This is an optimization exercise on Yosys and OpenROAD, whose aim is small area, a short achievable clock period and few clock cycles per item, not a production implementation. In this exercise RTL edits were held to simulation tests only and were not proved equivalent to the original.

==> run a: inputs <==
==> flow/design.v (excerpt) <==
module minimal_standard_lcg_sampler (
    input  logic                        aclk,
    input  logic                        aresetn,
    input  logic                        psel,
    input  logic                        penable,
    input  logic                        pwrite,
    input  logic [3:0]                  paddr,
    input  logic [31:0]                 pwdata,
    output logic [31:0]                 prdata,
    output logic                        pready,
    input  logic                        s_valid,
    output logic                        s_ready,
    input  logic [1:0]                  s_func,
    input  logic [2:0]                  s_entry_index,
    input  logic [mlcg_pkg::VAL_W-1:0]  s_weight_value,
    output logic                        m_valid,
    input  logic                        m_ready,
    output logic [mlcg_pkg::VAL_W-1:0]  m_random_value,
    output logic [3:0]                  m_category,
    output logic                        m_flag
);
    logic [30:0]     seed_reg, thresh_reg;
    logic [3:0]      count_reg;
    logic            cfg_we, seed_we;
    logic [1:0]      reg_idx;
    logic [30:0]     x_reg, x_step, m_value_reg;
    logic            b_valid;
    logic [1:0]      b_func;
    logic            m_valid_reg, m_flag_reg;
    logic [3:0]      m_cat_reg, cat;
    logic            k_valid, k_flag;
    logic [3:0]      k_cat;
  ...
==> flow/config.mk <==
export PLATFORM = sky130hd
export DESIGN_NAME = minimal_standard_lcg_sampler
export DESIGN_NICKNAME = minimal_standard_lcg_sampler
export VERILOG_FILES = /design/flow/design.v
export SDC_FILE = /design/flow/constraint.sdc
export NUM_CORES = 4
export LEC_CHECK = 0
export ABC_AREA = 1
export CAP_MARGIN = 20
export CORE_MARGIN = 2
export CORE_UTILIZATION = 55
export SETUP_SLACK_MARGIN = 3.5
export SLEW_MARGIN = 20
==> flow/constraint.sdc <==
create_clock -name core_clock -period 8.0 [get_ports {aclk}]
set_input_delay 1.6000 -clock core_clock [delete_from_list [all_inputs] [get_ports {aclk}]]
set_output_delay 1.6000 -clock core_clock [all_outputs]
set_load 0.01 [all_outputs]
run.sh (not shown) runs the stock make flow with config.mk's settings and CLKGATE_MAP_FILE= SYNTH_SCRIPT=/design/flow/synth_recipe.tcl, a recipe that flattens the netlist after the stock synthesis.
==> run b: changes against run a <==
--- a/flow/design.v
+++ b/flow/design.v
@@ -5,30 +5,31 @@
     localparam logic [1:0] FUNC_UNIFORM = 2'd0;
     localparam logic [1:0] FUNC_CATEG = 2'd1;
     localparam logic [1:0] FUNC_BERN = 2'd2;
     localparam logic [1:0] FUNC_LOAD = 2'd3;
     localparam logic [1:0] REG_SEED = 2'd0;
     localparam logic [1:0] REG_THRESH = 2'd1;
     localparam logic [1:0] REG_COUNT = 2'd2;
+    localparam logic [VAL_W-1:0] NEXT_OF_ONE = 31'd16807;
 endpackage
 module mlcg_wram (
     input  logic              aclk,
     input  logic              aresetn,
     input  logic              we,
     input  logic [2:0]        waddr,
     input  logic [30:0]       wdata,
     output logic [4*31-1:0]   we_flat,
-    output logic [4*32-1:0]   u_flat
+    output logic [4*32-1:0]   u_flat,
+    output logic              ld_pend
 );
     logic [30:0] w_even [4];
     logic [31:0] u_pair [4];
     logic [1:0]  j;
     logic        odd;
     logic [31:0] opa, opb, cs_s, cs_m, cs_c, u_new;
-    logic        ld_pend;
     logic [2:0]  ld_idx;
     logic [30:0] ld_val;
     always_ff @(posedge aclk) begin
         if (!aresetn) begin
             ld_pend <= 1'b0;
         end else begin
             ld_pend <= we;
@@ -81,25 +82,33 @@
     assign c3 = {m3[29:0], m3[30]};
     assign s4 = s3 ^ c3 ^ c2;
     assign m4 = (s3 & c3) | (s3 & c2) | (c3 & c2);
     assign c4 = {m4[29:0], m4[30]};
     logic [30:0] gp [6];
     logic [30:0] pp [6];
     logic [30:0] cy;
+    logic        eac;
     always_comb begin
         gp[0] = s4 & c4;
         pp[0] = s4 ^ c4;
         for (int l = 0; l < 5; l++) begin
             for (int i = 0; i < 31; i++) begin
-                gp[l+1][i] = gp[l][i] | (pp[l][i] & gp[l][(i + 31 - (1 << l)) % 31]);
-                pp[l+1][i] = pp[l][i] & pp[l][(i + 31 - (1 << l)) % 31];
+                if (i >= (1 << l)) begin
+                    gp[l+1][i] = gp[l][i] | (pp[l][i] & gp[l][i - (1 << l)]);
+                    pp[l+1][i] = pp[l][i] & pp[l][i - (1 << l)];
+                end else begin
+                    gp[l+1][i] = gp[l][i];
+                    pp[l+1][i] = pp[l][i];
+                end
             end
         end
-        for (int i = 0; i < 31; i++) begin
-            cy[i] = gp[5][(i + 30) % 31] | pp[5][(i + 30) % 31];
+        eac   = gp[5][30] | pp[5][30];
+        cy[0] = eac;
+        for (int i = 1; i < 31; i++) begin
+            cy[i] = gp[5][i-1] | (pp[5][i-1] & eac);
         end
     end
     assign y = pp[0] ^ cy;
 endmodule
 module mlcg_catsel (
     input  logic [30:0]      x,
     input  logic [4*31-1:0]  we_flat,
@@ -173,26 +182,20 @@
     output logic [3:0]                  m_category,
     output logic                        m_flag
 );
     logic [30:0]     seed_reg, thresh_reg;
     logic [3:0]      count_reg;
     logic            cfg_we, seed_we;
     logic [1:0]      reg_idx;
-    logic [30:0]     x_reg, x_step, m_value_reg;
-    logic            b_valid;
-    logic [1:0]      b_func;
+    logic [30:0]     x_reg, nx_reg, nx_step;
+    logic            nx_stale;
+    logic            ld_pend;
     logic            m_valid_reg, m_flag_reg;
     logic [3:0]      m_cat_reg, cat;
-    logic            k_valid, k_flag;
-    logic [3:0]      k_cat;
-    logic [30:0]     k_value;
-    logic            b_adv, pop, b_flag;
-    logic [3:0]      b_cat;
     logic            accept, step, load;
-    logic [31:0]     prdata_next;
     logic [4*31-1:0] we_flat;
     logic [4*32-1:0] u_flat;
     assign pready  = 1'b1;
     assign reg_idx = paddr[3:2];
     assign cfg_we  = psel && penable && pwrite;
     assign seed_we = cfg_we && (reg_idx == mlcg_pkg::REG_SEED);
     always_ff @(posedge aclk) begin
@@ -207,84 +210,72 @@
                 mlcg_pkg::REG_COUNT:  count_reg  <= pwdata[3:0];
                 default: ;
             endcase
         end
     end
     always_comb begin
         case (reg_idx)
-            mlcg_pkg::REG_SEED:   prdata_next = {1'b0, seed_reg};
-            mlcg_pkg::REG_THRESH: prdata_next = {1'b0, thresh_reg};
-            mlcg_pkg::REG_COUNT:  prdata_next = {28'd0, count_reg};
-            default:              prdata_next = '0;
+            mlcg_pkg::REG_SEED:   prdata = {1'b0, seed_reg};
+            mlcg_pkg::REG_THRESH: prdata = {1'b0, thresh_reg};
+            mlcg_pkg::REG_COUNT:  prdata = {28'd0, count_reg};
+            default:              prdata = '0;
         endcase
     end
-    always_ff @(posedge aclk) begin
-        prdata <= prdata_next;
-    end
-    assign pop     = m_valid_reg && m_ready;
-    assign b_adv   = b_valid && !k_valid;
-    assign s_ready = !b_valid || !k_valid;
+    assign s_ready = (!m_valid_reg || m_ready) && !nx_stale
+                     && !(ld_pend && s_func == mlcg_pkg::FUNC_CATEG);
     assign accept  = s_valid && s_ready;
     assign step    = accept && (s_func != mlcg_pkg::FUNC_LOAD);
     assign load    = accept && (s_func == mlcg_pkg::FUNC_LOAD);
     mlcg_step u_step (
-        .x (x_reg),
-        .y (x_step)
+        .x (nx_reg),
+        .y (nx_step)
     );
     always_ff @(posedge aclk) begin
         if (!aresetn) begin
-            x_reg <= 31'd1;
+            x_reg    <= 31'd1;
+            nx_reg   <= mlcg_pkg::NEXT_OF_ONE;
+            nx_stale <= 1'b0;
         end else if (seed_we) begin
-            x_reg <= pwdata[30:0];
+            x_reg    <= pwdata[30:0];
+            nx_reg   <= pwdata[30:0];
+            nx_stale <= 1'b1;
+        end else if (nx_stale) begin
+            nx_reg   <= nx_step;
+            nx_stale <= 1'b0;
         end else if (step) begin
-            x_reg <= x_step;
+            x_reg    <= nx_reg;
+            nx_reg   <= nx_step;
         end
     end
     mlcg_wram u_wram (
         .aclk   (aclk),
         .aresetn(aresetn),
         .we     (load),
         .waddr  (s_entry_index),
         .wdata  (s_weight_value),
         .we_flat(we_flat),
-        .u_flat (u_flat)
+        .u_flat (u_flat),
+        .ld_pend(ld_pend)
     );
     mlcg_catsel u_cat (
-        .x      (x_reg),
+        .x      (nx_reg),
         .we_flat(we_flat),
         .u_flat (u_flat),
         .count  (count_reg),
         .cat    (cat)
     );
-    assign b_cat  = (b_func == mlcg_pkg::FUNC_CATEG) ? cat : 4'd0;
-    assign b_flag = (b_func == mlcg_pkg::FUNC_BERN) && (x_reg <= thresh_reg);
-    always_ff @(posedge aclk) begin
-        if (!aresetn) begin
-            b_valid     <= 1'b0;
+    always_ff @(posedge aclk) begin
+        if (!aresetn) begin
             m_valid_reg <= 1'b0;
-            k_valid     <= 1'b0;
         end else begin
-            if (s_ready) begin
-                b_valid <= s_valid;
-            end
-            m_valid_reg <= b_adv || k_valid || (m_valid_reg && !pop);
-            k_valid     <= (b_adv && m_valid_reg && !pop) || (k_valid && !pop);
-        end
-        if (s_ready) begin
-            b_func <= s_func;
-        end
-        if (k_valid ? pop : (b_adv && (!m_valid_reg || pop))) begin
-            m_value_reg <= k_valid ? k_value : x_reg;
-            m_cat_reg   <= k_valid ? k_cat   : b_cat;
-            m_flag_reg  <= k_valid ? k_flag  : b_flag;
-        end
-        if (b_adv && m_valid_reg && !pop) begin
-            k_value <= x_reg;
-            k_cat   <= b_cat;
-            k_flag  <= b_flag;
+            m_valid_reg <= accept || (m_valid_reg && !m_ready);
+        end
+        if (accept) begin
+            m_cat_reg  <= (s_func == mlcg_pkg::FUNC_CATEG) ? cat : 4'd0;
+            m_flag_reg <= (s_func == mlcg_pkg::FUNC_BERN) && (nx_reg <= thresh_reg);
         end
     end
     assign m_valid        = m_valid_reg;
-    assign m_random_value = m_value_reg;
+    assign m_random_value = x_reg;
     assign m_category     = m_cat_reg;
     assign m_flag         = m_flag_reg;
 endmodule
ABC_AREA = not set   (was 1)
ABC_CLOCK_PERIOD_IN_PS = 4000   (was not set)
==> run c: changes against run a <==
--- a/flow/design.v
+++ b/flow/design.v
@@ -81,25 +81,33 @@
     assign c3 = {m3[29:0], m3[30]};
     assign s4 = s3 ^ c3 ^ c2;
     assign m4 = (s3 & c3) | (s3 & c2) | (c3 & c2);
     assign c4 = {m4[29:0], m4[30]};
     logic [30:0] gp [6];
     logic [30:0] pp [6];
     logic [30:0] cy;
+    logic        eac;
     always_comb begin
         gp[0] = s4 & c4;
         pp[0] = s4 ^ c4;
         for (int l = 0; l < 5; l++) begin
             for (int i = 0; i < 31; i++) begin
-                gp[l+1][i] = gp[l][i] | (pp[l][i] & gp[l][(i + 31 - (1 << l)) % 31]);
-                pp[l+1][i] = pp[l][i] & pp[l][(i + 31 - (1 << l)) % 31];
-            end
-        end
-        for (int i = 0; i < 31; i++) begin
-            cy[i] = gp[5][(i + 30) % 31] | pp[5][(i + 30) % 31];
+                if (i >= (1 << l)) begin
+                    gp[l+1][i] = gp[l][i] | (pp[l][i] & gp[l][i - (1 << l)]);
+                    pp[l+1][i] = pp[l][i] & pp[l][i - (1 << l)];
+                end else begin
+                    gp[l+1][i] = gp[l][i];
+                    pp[l+1][i] = pp[l][i];
+                end
+            end
+        end
+        eac   = gp[5][30] | pp[5][30];
+        cy[0] = eac;
+        for (int i = 1; i < 31; i++) begin
+            cy[i] = gp[5][i-1] | (pp[5][i-1] & eac);
         end
     end
     assign y = pp[0] ^ cy;
 endmodule
 module mlcg_catsel (
     input  logic [30:0]      x,
     input  logic [4*31-1:0]  we_flat,
@@ -178,21 +186,15 @@
     logic            cfg_we, seed_we;
     logic [1:0]      reg_idx;
     logic [30:0]     x_reg, x_step, m_value_reg;
     logic            b_valid;
     logic [1:0]      b_func;
     logic            m_valid_reg, m_flag_reg;
     logic [3:0]      m_cat_reg, cat;
-    logic            k_valid, k_flag;
-    logic [3:0]      k_cat;
-    logic [30:0]     k_value;
-    logic            b_adv, pop, b_flag;
-    logic [3:0]      b_cat;
-    logic            accept, step, load;
-    logic [31:0]     prdata_next;
+    logic            adv, accept, step, load;
     logic [4*31-1:0] we_flat;
     logic [4*32-1:0] u_flat;
     assign pready  = 1'b1;
     assign reg_idx = paddr[3:2];
     assign cfg_we  = psel && penable && pwrite;
     assign seed_we = cfg_we && (reg_idx == mlcg_pkg::REG_SEED);
     always_ff @(posedge aclk) begin
@@ -207,26 +209,22 @@
                 mlcg_pkg::REG_COUNT:  count_reg  <= pwdata[3:0];
                 default: ;
             endcase
         end
     end
     always_comb begin
         case (reg_idx)
-            mlcg_pkg::REG_SEED:   prdata_next = {1'b0, seed_reg};
-            mlcg_pkg::REG_THRESH: prdata_next = {1'b0, thresh_reg};
-            mlcg_pkg::REG_COUNT:  prdata_next = {28'd0, count_reg};
-            default:              prdata_next = '0;
+            mlcg_pkg::REG_SEED:   prdata = {1'b0, seed_reg};
+            mlcg_pkg::REG_THRESH: prdata = {1'b0, thresh_reg};
+            mlcg_pkg::REG_COUNT:  prdata = {28'd0, count_reg};
+            default:              prdata = '0;
         endcase
     end
-    always_ff @(posedge aclk) begin
-        prdata <= prdata_next;
-    end
-    assign pop     = m_valid_reg && m_ready;
-    assign b_adv   = b_valid && !k_valid;
-    assign s_ready = !b_valid || !k_valid;
+    assign adv     = !m_valid_reg || m_ready;
+    assign s_ready = !b_valid || adv;
     assign accept  = s_valid && s_ready;
     assign step    = accept && (s_func != mlcg_pkg::FUNC_LOAD);
     assign load    = accept && (s_func == mlcg_pkg::FUNC_LOAD);
     mlcg_step u_step (
         .x (x_reg),
         .y (x_step)
     );
@@ -251,40 +249,33 @@
     mlcg_catsel u_cat (
         .x      (x_reg),
         .we_flat(we_flat),
         .u_flat (u_flat),
         .count  (count_reg),
         .cat    (cat)
     );
-    assign b_cat  = (b_func == mlcg_pkg::FUNC_CATEG) ? cat : 4'd0;
-    assign b_flag = (b_func == mlcg_pkg::FUNC_BERN) && (x_reg <= thresh_reg);
     always_ff @(posedge aclk) begin
         if (!aresetn) begin
             b_valid     <= 1'b0;
             m_valid_reg <= 1'b0;
-            k_valid     <= 1'b0;
         end else begin
             if (s_ready) begin
                 b_valid <= s_valid;
             end
-            m_valid_reg <= b_adv || k_valid || (m_valid_reg && !pop);
-            k_valid     <= (b_adv && m_valid_reg && !pop) || (k_valid && !pop);
+            if (adv) begin
+                m_valid_reg <= b_valid;
+            end
         end
         if (s_ready) begin
             b_func <= s_func;
         end
-        if (k_valid ? pop : (b_adv && (!m_valid_reg || pop))) begin
-            m_value_reg <= k_valid ? k_value : x_reg;
-            m_cat_reg   <= k_valid ? k_cat   : b_cat;
-            m_flag_reg  <= k_valid ? k_flag  : b_flag;
-        end
-        if (b_adv && m_valid_reg && !pop) begin
-            k_value <= x_reg;
-            k_cat   <= b_cat;
-            k_flag  <= b_flag;
+        if (adv && b_valid) begin
+            m_value_reg <= x_reg;
+            m_cat_reg   <= (b_func == mlcg_pkg::FUNC_CATEG) ? cat : 4'd0;
+            m_flag_reg  <= (b_func == mlcg_pkg::FUNC_BERN) && (x_reg <= thresh_reg);
         end
     end
     assign m_valid        = m_valid_reg;
     assign m_random_value = m_value_reg;
     assign m_category     = m_cat_reg;
     assign m_flag         = m_flag_reg;
 endmodule
ABC_AREA = not set   (was 1)
SETUP_SLACK_MARGIN = 2.5   (was 3.5)
==> comparison table <==
Status: run a finished clean; run b finished clean; run c finished clean
Area occupied by multi-input gates: run a 22200 µm²; run b 22800 µm²; run c 20300 µm²
Number of non-clock buffers in the layout: run a 420; run b 415; run c 252
Post-placement setup slack: run a 2340 ps; run b 2070 ps; run c 1590 ps
Sum of buffers and inverters on the critical path: run a 5; run b 5; run c 4
Cell occurring most often along the worst timing path: run a sky130_fd_sc_hd__nand2_2; run b sky130_fd_sc_hd__a21oi_4; run c sky130_fd_sc_hd__fa_1
Total global-route track usage: run a 37.4%; run b 35.3%; run c 33.4%
Number of filler instances in the final layout: run a 4823; run b 4574; run c 4809
Slowest cell on the critical path: run a sky130_fd_sc_hd__xnor2_1; run b sky130_fd_sc_hd__mux4_2; run c sky130_fd_sc_hd__fa_1
Met3 wire length: run a 11200 µm; run b 9850 µm; run c 8230 µm
Detailed-route wire length: run a 127000 µm; run b 111000 µm; run c 103000 µm
Number of synthesized register bits: run a 492; run b 422; run c 424
Share of cells above drive strength 1: run a 19.8%; run b 23.5%; run c 11.0%
Post-cts resize count: run a 383; run b 418; run c 38
Testbench counts of run a, summed over its fixed seeds: cycles 16,064, items 16,000.
Testbench counts of run b, summed over its fixed seeds: cycles 16,534, items 16,000.
Testbench counts of run c, summed over its fixed seeds: cycles 16,064, items 16,000.

## afterwards: timing with drivers on the ports
No port has a modelled driver above. Below, the same layouts with a new extraction and two added sets of constraints.
Step 1 (the two cells are an assumption about what drives the block):
set clk [get_ports {aclk}]
set_driving_cell -lib_cell sky130_fd_sc_hd__clkbuf_16 $clk
set_driving_cell -lib_cell sky130_fd_sc_hd__buf_2 [delete_from_list [all_inputs] $clk]
Step 2 adds t to the input delays and takes it off the output delays; t is the mean of the earliest and latest rising clock arrival at the registers after step 1. Input paths then give back, and output paths get back, about the clock's delay inside the block.
a / b / c = no drivers / after step 1 / after step 2; a / b = the first two.
| run | t, ns | setup WS [ns] | worst hold slack (ns) | latest minus earliest clock arrival (ns) | worst data-port slew with drivers (ns) |
|---|---|---|---|---|---|
| run a | 0.690 | 3.486 / 3.486 / 3.486 | 0.459 / 0.459 / 0.459 | 0.034 / 0.034 | 0.07 |
| run b | 0.655 | 3.186 / 3.186 / 3.099 | 0.462 / 0.462 / 0.462 | 0.019 / 0.019 | 0.05 |
| run c | 0.673 | 2.618 / 2.618 / 2.618 | 0.453 / 0.453 / 0.453 | 0.023 / 0.022 | 0.06 |
After both steps every run listed still meets setup and hold. For run b, which loses most, drivers alone change the setup slack by 0.000 ns; drivers and shift together by -0.087 ns.
